Source: an optimization exercise on an open RTL-to-GDS flow (aim: small area and a short achievable clock period). Production flows keep margins and buffers that such runs may drop.
No functional check of the RTL was part of any run shown here.
Power figures rest on the tool's default switching activity, not on a simulated workload.

==> flow/design.v (outline; a module is shown in full before it is edited, if it fits) <==
// module worley_field_pipe: 3782 lines
// module wl_fa: 10 lines
// module wl_ha: 9 lines
module worley_field_pipe #(
  parameter int NUM_PTS    = 4,
  parameter int COORD_W    = 10,
  parameter int H_ACTIVE   = 640,
  parameter int V_ACTIVE   = 480,
  parameter int DIST_SHIFT = 8,
  parameter int OUT_W      = 8
) (
  input  logic               clk,
  input  logic               rst_n,
  input  logic               frame_start,
  input  logic               pix_valid,
  input  logic [COORD_W-1:0] x,
  input  logic [COORD_W-1:0] y,
  output logic               noise_valid,
  output logic [OUT_W-1:0]   noise,
  output logic [2:0]         cell_id,
  output logic               busy
);
  // ...
==> flow/run.sh <==
#!/bin/bash
# synth_recipe.tcl (not shown) runs the flow's synth.tcl, then flattens the netlist and writes it again
# the make line also repeats each setting of config.mk as NAME=value (left out here)
make -C /OpenROAD-flow-scripts/flow DESIGN_CONFIG=/design/flow/config.mk WORK_HOME=/design/flow/orfs CLKGATE_MAP_FILE= SYNTH_SCRIPT=/design/flow/synth_recipe.tcl finish
==> flow/config.mk <==
export PLATFORM = sky130hd
export DESIGN_NAME = worley_field_pipe
export DESIGN_NICKNAME = worley_field_pipe
export VERILOG_FILES = /design/flow/design.v
export SDC_FILE = /design/flow/constraint.sdc
export NUM_CORES = 4
export LEC_CHECK = 0
export CAP_MARGIN = 20
export CORE_MARGIN = 2
export CORE_UTILIZATION = 50
export SETUP_SLACK_MARGIN = 5.0
export SLEW_MARGIN = 20
export SYNTH_HIERARCHICAL = 1
export SYNTH_MINIMUM_KEEP_SIZE = 0
==> flow/constraint.sdc <==
create_clock -name core_clock -period 8.0 [get_ports {clk}]
set_input_delay 1.6000 -clock core_clock [delete_from_list [all_inputs] [get_ports {clk}]]
set_output_delay 1.6000 -clock core_clock [all_outputs]
set_load 0.01 [all_outputs]
==> out/results.txt, run 1 <==
Total setup buffers inserted after CTS: 28
PortBufs: 35
Number of synthesized flops with an enable pin: 0
Hold path endpoint: d1[3]$_DFF_P_
CTS tree: done
DRT Wirelength: 70050 um
Post-route DRC violation count: 0
Multi-input combinational area share: 0.5999
Worst Setup Start Kind: register
Unrepaired setup endpoints after global routing: yes
Met3 WL post-DR: 2811 um
Fraction of area in registers: 0.2713
Main combinational cell family by area after synthesis: adder cells
FF-to-FF End: d1[19]$_DFF_P_
Non-filler cells, final: 3600
Compound-Gate Fraction of Synth Area: 0.1044
Worst EP arrival: 3.56 ns
Drt first pass iters: 7
Drt via density: 5.393
Largest net degree at the start of global routing: 39
FF+latch area: 8869 um^2
First-pass GRT wire length: 112500 um
Pre-CTS setup slack: 4.613 ns
Post-synth top area cell: dfxtp_1
Number of non-clock buffers: 119
Outcome: complete, no violations
Most used DFF post-synth: dfxtp_1
Initial Utilization: 0.5061
M1 WL: 31430 um
Final setup fails: 0
GPL Wtd Cong: 0.8683
Critical Path Stages: 14
Synth Area in Adders: 0.3427
CP top delay family: compound AO/OA/AOI/OAI gates
Seq Cell Count: 428
==> run 2: changes to the inputs <==
--- a/flow/design.v
+++ b/flow/design.v
@@ -28,22 +28,18 @@
       cnt    <= 3'd1;
       busy_q <= frame_start;
     end else begin
       cnt    <= cnt + 3'd1;
       busy_q <= !commit;
     end
   assign busy   = busy_q;
   assign commit = busy_q && cnt == 3'd5;
-  logic [0:0] commit_d;
-  always_ff @(posedge clk)
-    if (!rst_n) commit_d <= '0;
-    else        commit_d <= commit;
   logic upd;
-  assign upd = commit_d[0];
+  assign upd = commit;
   logic [9:0] px [4];
   logic [8:0] py [4];
   logic [3:0] vxn, vyn;
   logic [9:0] ux0_c;   
   assign ux0_c[0] = upd;
   assign ux0_c[1] = ux0_c[0] & (px[0][0] ^ vxn[0]);
   assign ux0_c[2] = ux0_c[1] & (px[0][1] ^ vxn[0]);
   assign ux0_c[3] = ux0_c[2] & (px[0][2] ^ vxn[0]);
@@ -212,25 +208,23 @@
       py[2] <= uy2_lo ? 9'd0 : uy2_hi ? 9'd479 : uy2_n;
       vyn[2] <= vyn[2] ^ (uy2_lo | uy2_hi);
       px[3] <= ux3_lo ? 10'd0 : ux3_hi ? 10'd639 : ux3_n;
       vxn[3] <= vxn[3] ^ (ux3_lo | ux3_hi);
       py[3] <= uy3_lo ? 9'd0 : uy3_hi ? 9'd479 : uy3_n;
       vyn[3] <= vyn[3] ^ (uy3_lo | uy3_hi);
     end
   logic [9:0] xs, ys;
-  always_ff @(posedge clk) begin
-    xs <= ~x;
-    ys <= ~y;
-  end
-  logic [4:0] vld;
+  assign xs = x;
+  assign ys = y;
+  logic [3:0] vld;
   always_ff @(posedge clk)
     if (!rst_n) vld <= '0;
-    else        vld <= {vld[3:0], pix_valid};
-  assign noise_valid = vld[4];
+    else        vld <= {vld[2:0], pix_valid};
+  assign noise_valid = vld[3];
   logic sx0_0;
   logic sx0_1;
   logic sx0_2;
   logic sx0_3;
   logic sx0_4;
   logic sx0_5;
   logic sx0_6;
   logic sx0_7;
@@ -285,36 +279,36 @@
   logic sx0_56;
   logic sx0_57;
   logic sx0_58;
   logic sx0_59;
   logic sx0_60;
   logic sx0_61;
   logic sx0_62;
   logic sx0_63;
-  assign sx0_0 = px[0][0] ^ xs[0];
-  assign sx0_1 = px[0][0] & xs[0];
-  assign sx0_2 = px[0][1] ^ xs[1];
-  assign sx0_3 = px[0][1] & xs[1];
-  assign sx0_4 = px[0][2] ^ xs[2];
-  assign sx0_5 = px[0][2] & xs[2];
-  assign sx0_6 = px[0][3] ^ xs[3];
-  assign sx0_7 = px[0][3] & xs[3];
-  assign sx0_8 = px[0][4] ^ xs[4];
-  assign sx0_9 = px[0][4] & xs[4];
-  assign sx0_10 = px[0][5] ^ xs[5];
-  assign sx0_11 = px[0][5] & xs[5];
-  assign sx0_12 = px[0][6] ^ xs[6];
-  assign sx0_13 = px[0][6] & xs[6];
-  assign sx0_14 = px[0][7] ^ xs[7];
-  assign sx0_15 = px[0][7] & xs[7];
-  assign sx0_16 = px[0][8] ^ xs[8];
-  assign sx0_17 = px[0][8] & xs[8];
-  assign sx0_18 = px[0][9] ^ xs[9];
-  assign sx0_19 = px[0][9] & xs[9];
+  assign sx0_0 = xs[0] ^ ~px[0][0];
+  assign sx0_1 = xs[0] & ~px[0][0];
+  assign sx0_2 = xs[1] ^ ~px[0][1];
+  assign sx0_3 = xs[1] & ~px[0][1];
+  assign sx0_4 = xs[2] ^ ~px[0][2];
+  assign sx0_5 = xs[2] & ~px[0][2];
+  assign sx0_6 = xs[3] ^ ~px[0][3];
+  assign sx0_7 = xs[3] & ~px[0][3];
+  assign sx0_8 = xs[4] ^ ~px[0][4];
+  assign sx0_9 = xs[4] & ~px[0][4];
+  assign sx0_10 = xs[5] ^ ~px[0][5];
+  assign sx0_11 = xs[5] & ~px[0][5];
+  assign sx0_12 = xs[6] ^ ~px[0][6];
+  assign sx0_13 = xs[6] & ~px[0][6];
+  assign sx0_14 = xs[7] ^ ~px[0][7];
+  assign sx0_15 = xs[7] & ~px[0][7];
+  assign sx0_16 = xs[8] ^ ~px[0][8];
+  assign sx0_17 = xs[8] & ~px[0][8];
+  assign sx0_18 = xs[9] ^ ~px[0][9];
+  assign sx0_19 = xs[9] & ~px[0][9];
   assign sx0_20 = 1'b0 ^ 1'b1;
   assign sx0_21 = 1'b0 & 1'b1;
   assign sx0_22 = sx0_1 | (sx0_0 & 1'b1);
   assign sx0_23 = sx0_3 | (sx0_2 & sx0_22);
   assign sx0_24 = sx0_2 & sx0_0;
   assign sx0_25 = sx0_7 | (sx0_6 & sx0_5);
   assign sx0_26 = sx0_6 & sx0_4;
   assign sx0_27 = sx0_11 | (sx0_10 & sx0_9);
@@ -417,36 +411,36 @@
   logic sy0_56;
   logic sy0_57;
   logic sy0_58;
   logic sy0_59;
   logic sy0_60;
   logic sy0_61;
   logic sy0_62;
   logic sy0_63;
-  assign sy0_0 = py[0][0] ^ ys[0];
-  assign sy0_1 = py[0][0] & ys[0];
-  assign sy0_2 = py[0][1] ^ ys[1];
-  assign sy0_3 = py[0][1] & ys[1];
-  assign sy0_4 = py[0][2] ^ ys[2];
-  assign sy0_5 = py[0][2] & ys[2];
-  assign sy0_6 = py[0][3] ^ ys[3];
-  assign sy0_7 = py[0][3] & ys[3];
-  assign sy0_8 = py[0][4] ^ ys[4];
-  assign sy0_9 = py[0][4] & ys[4];
-  assign sy0_10 = py[0][5] ^ ys[5];
-  assign sy0_11 = py[0][5] & ys[5];
-  assign sy0_12 = py[0][6] ^ ys[6];
-  assign sy0_13 = py[0][6] & ys[6];
-  assign sy0_14 = py[0][7] ^ ys[7];
-  assign sy0_15 = py[0][7] & ys[7];
-  assign sy0_16 = py[0][8] ^ ys[8];
-  assign sy0_17 = py[0][8] & ys[8];
-  assign sy0_18 = 1'b0 ^ ys[9];
-  assign sy0_19 = 1'b0 & ys[9];
+  assign sy0_0 = ys[0] ^ ~py[0][0];
+  assign sy0_1 = ys[0] & ~py[0][0];
+  assign sy0_2 = ys[1] ^ ~py[0][1];
+  assign sy0_3 = ys[1] & ~py[0][1];
+  assign sy0_4 = ys[2] ^ ~py[0][2];
+  assign sy0_5 = ys[2] & ~py[0][2];
+  assign sy0_6 = ys[3] ^ ~py[0][3];
+  assign sy0_7 = ys[3] & ~py[0][3];
+  assign sy0_8 = ys[4] ^ ~py[0][4];
+  assign sy0_9 = ys[4] & ~py[0][4];
+  assign sy0_10 = ys[5] ^ ~py[0][5];
+  assign sy0_11 = ys[5] & ~py[0][5];
+  assign sy0_12 = ys[6] ^ ~py[0][6];
+  assign sy0_13 = ys[6] & ~py[0][6];
+  assign sy0_14 = ys[7] ^ ~py[0][7];
+  assign sy0_15 = ys[7] & ~py[0][7];
+  assign sy0_16 = ys[8] ^ ~py[0][8];
+  assign sy0_17 = ys[8] & ~py[0][8];
+  assign sy0_18 = ys[9] ^ 1'b1;
+  assign sy0_19 = ys[9] & 1'b1;
   assign sy0_20 = 1'b0 ^ 1'b1;
   assign sy0_21 = 1'b0 & 1'b1;
   assign sy0_22 = sy0_1 | (sy0_0 & 1'b1);
   assign sy0_23 = sy0_3 | (sy0_2 & sy0_22);
   assign sy0_24 = sy0_2 & sy0_0;
   assign sy0_25 = sy0_7 | (sy0_6 & sy0_5);
   assign sy0_26 = sy0_6 & sy0_4;
   assign sy0_27 = sy0_11 | (sy0_10 & sy0_9);
@@ -549,36 +543,36 @@
   logic sx1_56;
   logic sx1_57;
   logic sx1_58;
   logic sx1_59;
   logic sx1_60;
   logic sx1_61;
   logic sx1_62;
   logic sx1_63;
-  assign sx1_0 = px[1][0] ^ xs[0];
-  assign sx1_1 = px[1][0] & xs[0];
-  assign sx1_2 = px[1][1] ^ xs[1];
-  assign sx1_3 = px[1][1] & xs[1];
-  assign sx1_4 = px[1][2] ^ xs[2];
-  assign sx1_5 = px[1][2] & xs[2];
-  assign sx1_6 = px[1][3] ^ xs[3];
-  assign sx1_7 = px[1][3] & xs[3];
-  assign sx1_8 = px[1][4] ^ xs[4];
-  assign sx1_9 = px[1][4] & xs[4];
-  assign sx1_10 = px[1][5] ^ xs[5];
-  assign sx1_11 = px[1][5] & xs[5];
-  assign sx1_12 = px[1][6] ^ xs[6];
-  assign sx1_13 = px[1][6] & xs[6];
-  assign sx1_14 = px[1][7] ^ xs[7];
-  assign sx1_15 = px[1][7] & xs[7];
-  assign sx1_16 = px[1][8] ^ xs[8];
-  assign sx1_17 = px[1][8] & xs[8];
-  assign sx1_18 = px[1][9] ^ xs[9];
-  assign sx1_19 = px[1][9] & xs[9];
+  assign sx1_0 = xs[0] ^ ~px[1][0];
+  assign sx1_1 = xs[0] & ~px[1][0];
+  assign sx1_2 = xs[1] ^ ~px[1][1];
+  assign sx1_3 = xs[1] & ~px[1][1];
+  assign sx1_4 = xs[2] ^ ~px[1][2];
+  assign sx1_5 = xs[2] & ~px[1][2];
+  assign sx1_6 = xs[3] ^ ~px[1][3];
+  assign sx1_7 = xs[3] & ~px[1][3];
+  assign sx1_8 = xs[4] ^ ~px[1][4];
+  assign sx1_9 = xs[4] & ~px[1][4];
+  assign sx1_10 = xs[5] ^ ~px[1][5];
+  assign sx1_11 = xs[5] & ~px[1][5];
+  assign sx1_12 = xs[6] ^ ~px[1][6];
+  assign sx1_13 = xs[6] & ~px[1][6];
+  assign sx1_14 = xs[7] ^ ~px[1][7];
+  assign sx1_15 = xs[7] & ~px[1][7];
+  assign sx1_16 = xs[8] ^ ~px[1][8];
+  assign sx1_17 = xs[8] & ~px[1][8];
+  assign sx1_18 = xs[9] ^ ~px[1][9];
+  assign sx1_19 = xs[9] & ~px[1][9];
   assign sx1_20 = 1'b0 ^ 1'b1;
   assign sx1_21 = 1'b0 & 1'b1;
   assign sx1_22 = sx1_1 | (sx1_0 & 1'b1);
   assign sx1_23 = sx1_3 | (sx1_2 & sx1_22);
   assign sx1_24 = sx1_2 & sx1_0;
   assign sx1_25 = sx1_7 | (sx1_6 & sx1_5);
   assign sx1_26 = sx1_6 & sx1_4;
   assign sx1_27 = sx1_11 | (sx1_10 & sx1_9);
@@ -681,36 +675,36 @@
   logic sy1_56;
   logic sy1_57;
   logic sy1_58;
   logic sy1_59;
   logic sy1_60;
   logic sy1_61;
   logic sy1_62;
   logic sy1_63;
-  assign sy1_0 = py[1][0] ^ ys[0];
-  assign sy1_1 = py[1][0] & ys[0];
-  assign sy1_2 = py[1][1] ^ ys[1];
-  assign sy1_3 = py[1][1] & ys[1];
-  assign sy1_4 = py[1][2] ^ ys[2];
-  assign sy1_5 = py[1][2] & ys[2];
-  assign sy1_6 = py[1][3] ^ ys[3];
-  assign sy1_7 = py[1][3] & ys[3];
-  assign sy1_8 = py[1][4] ^ ys[4];
-  assign sy1_9 = py[1][4] & ys[4];
-  assign sy1_10 = py[1][5] ^ ys[5];
-  assign sy1_11 = py[1][5] & ys[5];
-  assign sy1_12 = py[1][6] ^ ys[6];
-  assign sy1_13 = py[1][6] & ys[6];
-  assign sy1_14 = py[1][7] ^ ys[7];
-  assign sy1_15 = py[1][7] & ys[7];
-  assign sy1_16 = py[1][8] ^ ys[8];
-  assign sy1_17 = py[1][8] & ys[8];
-  assign sy1_18 = 1'b0 ^ ys[9];
-  assign sy1_19 = 1'b0 & ys[9];
+  assign sy1_0 = ys[0] ^ ~py[1][0];
+  assign sy1_1 = ys[0] & ~py[1][0];
+  assign sy1_2 = ys[1] ^ ~py[1][1];
+  assign sy1_3 = ys[1] & ~py[1][1];
+  assign sy1_4 = ys[2] ^ ~py[1][2];
+  assign sy1_5 = ys[2] & ~py[1][2];
+  assign sy1_6 = ys[3] ^ ~py[1][3];
+  assign sy1_7 = ys[3] & ~py[1][3];
+  assign sy1_8 = ys[4] ^ ~py[1][4];
+  assign sy1_9 = ys[4] & ~py[1][4];
+  assign sy1_10 = ys[5] ^ ~py[1][5];
+  assign sy1_11 = ys[5] & ~py[1][5];
+  assign sy1_12 = ys[6] ^ ~py[1][6];
+  assign sy1_13 = ys[6] & ~py[1][6];
+  assign sy1_14 = ys[7] ^ ~py[1][7];
+  assign sy1_15 = ys[7] & ~py[1][7];
+  assign sy1_16 = ys[8] ^ ~py[1][8];
+  assign sy1_17 = ys[8] & ~py[1][8];
+  assign sy1_18 = ys[9] ^ 1'b1;
+  assign sy1_19 = ys[9] & 1'b1;
   assign sy1_20 = 1'b0 ^ 1'b1;
   assign sy1_21 = 1'b0 & 1'b1;
   assign sy1_22 = sy1_1 | (sy1_0 & 1'b1);
   assign sy1_23 = sy1_3 | (sy1_2 & sy1_22);
   assign sy1_24 = sy1_2 & sy1_0;
   assign sy1_25 = sy1_7 | (sy1_6 & sy1_5);
   assign sy1_26 = sy1_6 & sy1_4;
   assign sy1_27 = sy1_11 | (sy1_10 & sy1_9);
@@ -813,36 +807,36 @@
   logic sx2_56;
   logic sx2_57;
   logic sx2_58;
   logic sx2_59;
   logic sx2_60;
   logic sx2_61;
   logic sx2_62;
   logic sx2_63;
-  assign sx2_0 = px[2][0] ^ xs[0];
-  assign sx2_1 = px[2][0] & xs[0];
-  assign sx2_2 = px[2][1] ^ xs[1];
-  assign sx2_3 = px[2][1] & xs[1];
-  assign sx2_4 = px[2][2] ^ xs[2];
-  assign sx2_5 = px[2][2] & xs[2];
-  assign sx2_6 = px[2][3] ^ xs[3];
-  assign sx2_7 = px[2][3] & xs[3];
-  assign sx2_8 = px[2][4] ^ xs[4];
-  assign sx2_9 = px[2][4] & xs[4];
-  assign sx2_10 = px[2][5] ^ xs[5];
-  assign sx2_11 = px[2][5] & xs[5];
-  assign sx2_12 = px[2][6] ^ xs[6];
-  assign sx2_13 = px[2][6] & xs[6];
-  assign sx2_14 = px[2][7] ^ xs[7];
-  assign sx2_15 = px[2][7] & xs[7];
-  assign sx2_16 = px[2][8] ^ xs[8];
-  assign sx2_17 = px[2][8] & xs[8];
-  assign sx2_18 = px[2][9] ^ xs[9];
-  assign sx2_19 = px[2][9] & xs[9];
+  assign sx2_0 = xs[0] ^ ~px[2][0];
+  assign sx2_1 = xs[0] & ~px[2][0];
+  assign sx2_2 = xs[1] ^ ~px[2][1];
+  assign sx2_3 = xs[1] & ~px[2][1];
+  assign sx2_4 = xs[2] ^ ~px[2][2];
+  assign sx2_5 = xs[2] & ~px[2][2];
+  assign sx2_6 = xs[3] ^ ~px[2][3];
+  assign sx2_7 = xs[3] & ~px[2][3];
+  assign sx2_8 = xs[4] ^ ~px[2][4];
+  assign sx2_9 = xs[4] & ~px[2][4];
+  assign sx2_10 = xs[5] ^ ~px[2][5];
+  assign sx2_11 = xs[5] & ~px[2][5];
+  assign sx2_12 = xs[6] ^ ~px[2][6];
+  assign sx2_13 = xs[6] & ~px[2][6];
+  assign sx2_14 = xs[7] ^ ~px[2][7];
+  assign sx2_15 = xs[7] & ~px[2][7];
+  assign sx2_16 = xs[8] ^ ~px[2][8];
+  assign sx2_17 = xs[8] & ~px[2][8];
+  assign sx2_18 = xs[9] ^ ~px[2][9];
+  assign sx2_19 = xs[9] & ~px[2][9];
   assign sx2_20 = 1'b0 ^ 1'b1;
   assign sx2_21 = 1'b0 & 1'b1;
   assign sx2_22 = sx2_1 | (sx2_0 & 1'b1);
   assign sx2_23 = sx2_3 | (sx2_2 & sx2_22);
   assign sx2_24 = sx2_2 & sx2_0;
   assign sx2_25 = sx2_7 | (sx2_6 & sx2_5);
   assign sx2_26 = sx2_6 & sx2_4;
   assign sx2_27 = sx2_11 | (sx2_10 & sx2_9);
@@ -945,36 +939,36 @@
   logic sy2_56;
   logic sy2_57;
   logic sy2_58;
   logic sy2_59;
   logic sy2_60;
   logic sy2_61;
   logic sy2_62;
   logic sy2_63;
-  assign sy2_0 = py[2][0] ^ ys[0];
-  assign sy2_1 = py[2][0] & ys[0];
-  assign sy2_2 = py[2][1] ^ ys[1];
-  assign sy2_3 = py[2][1] & ys[1];
-  assign sy2_4 = py[2][2] ^ ys[2];
-  assign sy2_5 = py[2][2] & ys[2];
-  assign sy2_6 = py[2][3] ^ ys[3];
-  assign sy2_7 = py[2][3] & ys[3];
-  assign sy2_8 = py[2][4] ^ ys[4];
-  assign sy2_9 = py[2][4] & ys[4];
-  assign sy2_10 = py[2][5] ^ ys[5];
-  assign sy2_11 = py[2][5] & ys[5];
-  assign sy2_12 = py[2][6] ^ ys[6];
-  assign sy2_13 = py[2][6] & ys[6];
-  assign sy2_14 = py[2][7] ^ ys[7];
-  assign sy2_15 = py[2][7] & ys[7];
-  assign sy2_16 = py[2][8] ^ ys[8];
-  assign sy2_17 = py[2][8] & ys[8];
-  assign sy2_18 = 1'b0 ^ ys[9];
-  assign sy2_19 = 1'b0 & ys[9];
+  assign sy2_0 = ys[0] ^ ~py[2][0];
+  assign sy2_1 = ys[0] & ~py[2][0];
+  assign sy2_2 = ys[1] ^ ~py[2][1];
+  assign sy2_3 = ys[1] & ~py[2][1];
+  assign sy2_4 = ys[2] ^ ~py[2][2];
+  assign sy2_5 = ys[2] & ~py[2][2];
+  assign sy2_6 = ys[3] ^ ~py[2][3];
+  assign sy2_7 = ys[3] & ~py[2][3];
+  assign sy2_8 = ys[4] ^ ~py[2][4];
+  assign sy2_9 = ys[4] & ~py[2][4];
+  assign sy2_10 = ys[5] ^ ~py[2][5];
+  assign sy2_11 = ys[5] & ~py[2][5];
+  assign sy2_12 = ys[6] ^ ~py[2][6];
+  assign sy2_13 = ys[6] & ~py[2][6];
+  assign sy2_14 = ys[7] ^ ~py[2][7];
+  assign sy2_15 = ys[7] & ~py[2][7];
+  assign sy2_16 = ys[8] ^ ~py[2][8];
+  assign sy2_17 = ys[8] & ~py[2][8];
+  assign sy2_18 = ys[9] ^ 1'b1;
+  assign sy2_19 = ys[9] & 1'b1;
   assign sy2_20 = 1'b0 ^ 1'b1;
   assign sy2_21 = 1'b0 & 1'b1;
   assign sy2_22 = sy2_1 | (sy2_0 & 1'b1);
   assign sy2_23 = sy2_3 | (sy2_2 & sy2_22);
   assign sy2_24 = sy2_2 & sy2_0;
   assign sy2_25 = sy2_7 | (sy2_6 & sy2_5);
   assign sy2_26 = sy2_6 & sy2_4;
   assign sy2_27 = sy2_11 | (sy2_10 & sy2_9);
@@ -1077,36 +1071,36 @@
   logic sx3_56;
   logic sx3_57;
   logic sx3_58;
   logic sx3_59;
   logic sx3_60;
   logic sx3_61;
   logic sx3_62;
   logic sx3_63;
-  assign sx3_0 = px[3][0] ^ xs[0];
-  assign sx3_1 = px[3][0] & xs[0];
-  assign sx3_2 = px[3][1] ^ xs[1];
-  assign sx3_3 = px[3][1] & xs[1];
-  assign sx3_4 = px[3][2] ^ xs[2];
-  assign sx3_5 = px[3][2] & xs[2];
-  assign sx3_6 = px[3][3] ^ xs[3];
-  assign sx3_7 = px[3][3] & xs[3];
-  assign sx3_8 = px[3][4] ^ xs[4];
-  assign sx3_9 = px[3][4] & xs[4];
-  assign sx3_10 = px[3][5] ^ xs[5];
-  assign sx3_11 = px[3][5] & xs[5];
-  assign sx3_12 = px[3][6] ^ xs[6];
-  assign sx3_13 = px[3][6] & xs[6];
-  assign sx3_14 = px[3][7] ^ xs[7];
-  assign sx3_15 = px[3][7] & xs[7];
-  assign sx3_16 = px[3][8] ^ xs[8];
-  assign sx3_17 = px[3][8] & xs[8];
-  assign sx3_18 = px[3][9] ^ xs[9];
-  assign sx3_19 = px[3][9] & xs[9];
+  assign sx3_0 = xs[0] ^ ~px[3][0];
+  assign sx3_1 = xs[0] & ~px[3][0];
+  assign sx3_2 = xs[1] ^ ~px[3][1];
+  assign sx3_3 = xs[1] & ~px[3][1];
+  assign sx3_4 = xs[2] ^ ~px[3][2];
+  assign sx3_5 = xs[2] & ~px[3][2];
+  assign sx3_6 = xs[3] ^ ~px[3][3];
+  assign sx3_7 = xs[3] & ~px[3][3];
+  assign sx3_8 = xs[4] ^ ~px[3][4];
+  assign sx3_9 = xs[4] & ~px[3][4];
+  assign sx3_10 = xs[5] ^ ~px[3][5];
+  assign sx3_11 = xs[5] & ~px[3][5];
+  assign sx3_12 = xs[6] ^ ~px[3][6];
+  assign sx3_13 = xs[6] & ~px[3][6];
+  assign sx3_14 = xs[7] ^ ~px[3][7];
+  assign sx3_15 = xs[7] & ~px[3][7];
+  assign sx3_16 = xs[8] ^ ~px[3][8];
+  assign sx3_17 = xs[8] & ~px[3][8];
+  assign sx3_18 = xs[9] ^ ~px[3][9];
+  assign sx3_19 = xs[9] & ~px[3][9];
   assign sx3_20 = 1'b0 ^ 1'b1;
   assign sx3_21 = 1'b0 & 1'b1;
   assign sx3_22 = sx3_1 | (sx3_0 & 1'b1);
   assign sx3_23 = sx3_3 | (sx3_2 & sx3_22);
   assign sx3_24 = sx3_2 & sx3_0;
   assign sx3_25 = sx3_7 | (sx3_6 & sx3_5);
   assign sx3_26 = sx3_6 & sx3_4;
   assign sx3_27 = sx3_11 | (sx3_10 & sx3_9);
@@ -1209,36 +1203,36 @@
   logic sy3_56;
   logic sy3_57;
   logic sy3_58;
   logic sy3_59;
   logic sy3_60;
   logic sy3_61;
   logic sy3_62;
   logic sy3_63;
-  assign sy3_0 = py[3][0] ^ ys[0];
-  assign sy3_1 = py[3][0] & ys[0];
-  assign sy3_2 = py[3][1] ^ ys[1];
-  assign sy3_3 = py[3][1] & ys[1];
-  assign sy3_4 = py[3][2] ^ ys[2];
-  assign sy3_5 = py[3][2] & ys[2];
-  assign sy3_6 = py[3][3] ^ ys[3];
-  assign sy3_7 = py[3][3] & ys[3];
-  assign sy3_8 = py[3][4] ^ ys[4];
-  assign sy3_9 = py[3][4] & ys[4];
-  assign sy3_10 = py[3][5] ^ ys[5];
-  assign sy3_11 = py[3][5] & ys[5];
-  assign sy3_12 = py[3][6] ^ ys[6];
-  assign sy3_13 = py[3][6] & ys[6];
-  assign sy3_14 = py[3][7] ^ ys[7];
-  assign sy3_15 = py[3][7] & ys[7];
-  assign sy3_16 = py[3][8] ^ ys[8];
-  assign sy3_17 = py[3][8] & ys[8];
-  assign sy3_18 = 1'b0 ^ ys[9];
-  assign sy3_19 = 1'b0 & ys[9];
+  assign sy3_0 = ys[0] ^ ~py[3][0];
+  assign sy3_1 = ys[0] & ~py[3][0];
+  assign sy3_2 = ys[1] ^ ~py[3][1];
+  assign sy3_3 = ys[1] & ~py[3][1];
+  assign sy3_4 = ys[2] ^ ~py[3][2];
+  assign sy3_5 = ys[2] & ~py[3][2];
+  assign sy3_6 = ys[3] ^ ~py[3][3];
+  assign sy3_7 = ys[3] & ~py[3][3];
+  assign sy3_8 = ys[4] ^ ~py[3][4];
+  assign sy3_9 = ys[4] & ~py[3][4];
+  assign sy3_10 = ys[5] ^ ~py[3][5];
+  assign sy3_11 = ys[5] & ~py[3][5];
+  assign sy3_12 = ys[6] ^ ~py[3][6];
+  assign sy3_13 = ys[6] & ~py[3][6];
+  assign sy3_14 = ys[7] ^ ~py[3][7];
+  assign sy3_15 = ys[7] & ~py[3][7];
+  assign sy3_16 = ys[8] ^ ~py[3][8];
+  assign sy3_17 = ys[8] & ~py[3][8];
+  assign sy3_18 = ys[9] ^ 1'b1;
+  assign sy3_19 = ys[9] & 1'b1;
   assign sy3_20 = 1'b0 ^ 1'b1;
   assign sy3_21 = 1'b0 & 1'b1;
   assign sy3_22 = sy3_1 | (sy3_0 & 1'b1);
   assign sy3_23 = sy3_3 | (sy3_2 & sy3_22);
   assign sy3_24 = sy3_2 & sy3_0;
   assign sy3_25 = sy3_7 | (sy3_6 & sy3_5);
   assign sy3_26 = sy3_6 & sy3_4;
   assign sy3_27 = sy3_11 | (sy3_10 & sy3_9);
==> run 2 against run 1 <==
  * Combinational power grew 13%
  * Via count grew 2.6%
  * Still clean on timing, DRC and antenna
  * Worst setup slack worse by 0.15 ns
  * Final cell count is 2.7% higher
  * Die area is 0.65% lower
  * Routed wire length grew 4.7%
  * Sequential power shrank 3%
  * Hold slack got worse by 0.0025 ns
  * Non-clock buffer count is 14 higher
  * Critical path type is now primary input to register
  * Maximum frequency is 4.7% lower
==> out/results.txt, run 2 <==
Vert. Die Dim: 242.3 um
Hold path endpoint: d0[2]$_DFF_P_
Most frequent cells in the layout: and2_1 (372), fa_1 (312), dfxtp_1 (310)
Synthesis warning total: 9
CTS Buffer Depth: 3
CTS buffer count: 47
Via count: 19930
Met3 WL post-DR: 3113 um (+11%)
Core Rows: 87
Sequential fraction of the synthesis area: 0.2861
R2R depth: 6
CP Data Required Time: 8.52 ns
Worst EP arrival: 3.75 ns (+0.19 ns)
Number of distinct library cells after synthesis: 77
Slew Viols, Final: 0
GPL Wtd Cong: 0.9317 (+7.3%)
Top cell type's share of synthesized area: 0.2861
R2R Setup Slk: 4.82 ns
Final setup TNS: 0 ns
Leak pwr: 14.10 nW
Filler instances: 4805
Layout cells sized above 1: 0.1837
Met2 wire length: 34890 um
Outcome: complete, no violations
Crit share post-route: 0.4044
Synth-to-layout area growth: 18.46%
Synth Instances: 2750
# diodes: 0
Ports: 37
Tmin final: 3.236 ns
Max-cap violations: 0
Worst setup EP type: register
Actual slew at the worst max-slew pin: 0.7573 ns
Hold Path Depth: 0
Die area: 58730 um^2
FF-to-FF End: ra1[6]$_DFF_P_
Core box area: 56280 um^2
Most common cell after layout, fill and taps aside: and2_1
Initial DRC Count: 1159
Sw power: 5.158 mW
Drt via density: 5.391 (about the same)
Initial Utilization: 0.5047 (-0.001377)
DRT Wirelength: 73330 um (+4.7%)
First-pass GRT wire length: 116400 um (+3.5%)
Drt first pass iters: 5 (-2)
Number of synthesized flops with an enable pin: 0 (unchanged)
Worst Setup Start Kind: primary input
Total power draw: 12.64 mW
CTS root buffer: clkbuf_16
CTS H-tree depth: 2
Maximum VDD drop: 0.2436 mV
Post-route DRC violation count: 0 (unchanged)
CTS tree: done
Largest net degree at the start of global routing: 34 (-13%)
Post-synth top area cell: dfxtp_1
Gate power share: 0.531
Max Used Layer: met4
Mapped Area: 28400 um^2
Most common cell in the netlist: dfxtp_1
Area contributors post-synth: dfxtp_1 (29%), fa_1 (26%), and2_1 (8.3%)
Post-synthesis async set-or-reset flop share: 0
Hold Startpoint: rl0[2]$_DFF_P_
DR WL/cell: 19.84 um
Reg power frac: 0.288
Switching Share: 0.4080
Slew headroom: 0.4921
Reg-to-Reg Start: ay1[8]$_DFF_P_
Max reg flops: 40
Multi-input gate area: 20670 um^2
Post-synth top cells: dfxtp_1 (406), and2_1 (378), fa_1 (372)
Skew final: 0.01233 ns
Worst-path clk slew: 0.06 ns
Initial antenna violation count: 0
HP Class: register to register
Global route overflow: 0
Mapped Nets: 3318
Final Hold Vio Count: 0
PortBufs: 35 (unchanged)
Clock latency (worst-skew pair): 0.59 ns
Top reg by flops: px
Top flop regs: px (40), py (36)
Final setup fails: 0 (unchanged)
Post-Syn Area per Cell: 10.33 um^2
Nets: 3471
PwrDens: 375.8 nW/um^2
Highest Clock Rate: 309.1 MHz
Post-DRT Antenna Nets: 0
Unrepaired setup endpoints after global routing: yes
Detailed Place HPWL: 56870 um
Setup CP Type: primary input to register
# hold bufs at CTS: 0
# clock sinks: 406
Most used DFF post-synth: dfxtp_1
FF+latch area: 8373 um^2 (-5.6%)
Die width: 242.3 um
Synthesized flop and latch total: 406
GRT Total Usage: 0.2512
Clock Power Share: 0.181
Int Power: 7.485 mW
Vias in the first global route: 20940
Crit-path max FO: 4
M1 WL: 33500 um (+6.6%)
-- run 2: cell count changes after synthesis, sizes merged, moves of 10 or more --
cell / delta
xnor2: +13
nand2: +29
maj3: +13
nand3: +16
dfxtp: -22
a22o: +10
inv: +65
xor2: -12
a21o: -63
nor3: +27
and2: +14
-- run 2: what timing repair did --
item / CTS / global route
endpoints found under the setup margin: 147 / 122
pin swaps: 130 / 123
buffers inserted: 61 / 33
gates cloned: 0 / 1
gates resized for setup: 317 / 154
-- run 2: routing by layer --
layer | up-vias | track usage
li1 | 9421 | -
met1 | 9975 | 0.3464
met2 | 430 | 0.4160
met3 | 100 | 0.03013
met4 | 0 | 0.07516
met5 | - | 0
-- run 2: worst max path at each step --
stage                                endpoint      startpoint  cells after the start  slack (ns)
final                          ay3[8]$_DFF_P_            y[0]                     13        4.76
after floorplan                ay3[8]$_DFF_P_            y[0]                     12        4.40
after detailed placement       ax3[9]$_DFF_P_            x[1]                     12        3.47
after CTS                 noise[5]$_SDFF_PP0_  d0[19]$_DFF_P_                      9        4.76
after global routing           ay2[8]$_DFF_P_            y[0]                     13        4.63
after global placement         ax3[9]$_DFF_P_            x[1]                     12        3.49
-- run 2: cells by family after synthesis --
kind of cell / Yosys count / synth area share
buffers and inverters: 247 / 0.03282
and+or+nand+nor: 923 / 0.1755
adders and majority gates: 576 / 0.3494
AOI/OAI and AO/OA: 388 / 0.09149
muxes: 2 / 0.0007488
other: 1 / 0.0001320
DFF: 406 / 0.2861
xor gates and xnor gates: 207 / 0.06383
-- run 2: modules after synthesis, one instance, submodules excluded --
module	flip-flops and latches	cells inside	area (um^2)	copies in the design
wl_fa	0	1	20.02	300
wl_ha	0	1	12.51	44
worley_field_pipe	406	2406	21850	1
-- run 2: layout make-up --
| cell class | instances | share of cell area |
|---|---|---|
| tap | 756 | 0.02811 |
| clock inverter | 31 | 0.01268 |
| sequential | 406 | 0.2488 |
| multi-input combinational | 2098 | 0.6142 |
| clock buffer | 55 | 0.03674 |
| inverter | 217 | 0.02517 |
| timing repair buffer | 133 | 0.03421 |
-- run 2: power groups by stage --
stage | clock (mW) | combinational [mW] | sequential [mW]
global route | 2.44 | 7.59 | 3.72
global placement | 0 | 5.61 | 3.68
detailed placement | 0 | 5.74 | 3.68
CTS | 2.35 | 6.23 | 3.64
floorplan | 0 | 4.14 | 3.25
finish | 2.29 | 6.71 | 3.64
-- run 2: worst max-delay path, cell delays in order --
cell and delay, ns:
buf_12 0.09, inv_12 0.04, ha_4 0.15, fa_2 0.39
nor2b_1 0.12, o21ai_1 0.08, a21oi_1 0.13, o21ai_1 0.10
a21boi_1 0.18, or2_4 0.16, a21oi_2 0.05, fa_2 0.53
xor2_1 0.12
-- run 2: metrics by stage --
step	area [um^2]	utilization	cells	hold slack, ns	setup slack, ns
floorplan	28620	-	2750	0.3096	4.403
global placement	29830	0.5300	3515	0.3123	3.487
detailed placement	29830	0.5300	3515	0.3121	3.474
CTS	32750	0.5818	3662	0.3225	4.763
global route	33650	0.5979	3696	0.3283	4.635
finish	33650	0.5979	3696	0.3233	4.764

static timing again, ports no longer ideal:
No port has a modelled driver above. Below, the same layouts with a new extraction and two added sets of constraints. Step 1 assumes that a clkbuf_16 drives the clock port and a buf_2 every other input. Step 2 moves the port delays by t, midway between the first and last clock arrival at a register: inputs arrive t later, outputs are due t later. That takes back most of the time a late clock gives input paths. Three values: ideal, step 1, step 2; two values: the first two.
run | shift t [ns] | setup WS [ns] | hold WS [ns] | pins driven straight from the clock port
run 1 | 0.642 | 4.915 / 4.915 / 4.882 | 0.326 / 0.326 / 0.326 | 1
run 2 | 0.652 | 4.764 / 4.766 / 4.114 | 0.323 / 0.323 / 0.323 | 1
After both steps setup and hold are still met in every run listed. For run 2, which loses most, drivers alone change the setup slack by +0.002 ns; drivers and shift together by -0.650 ns.
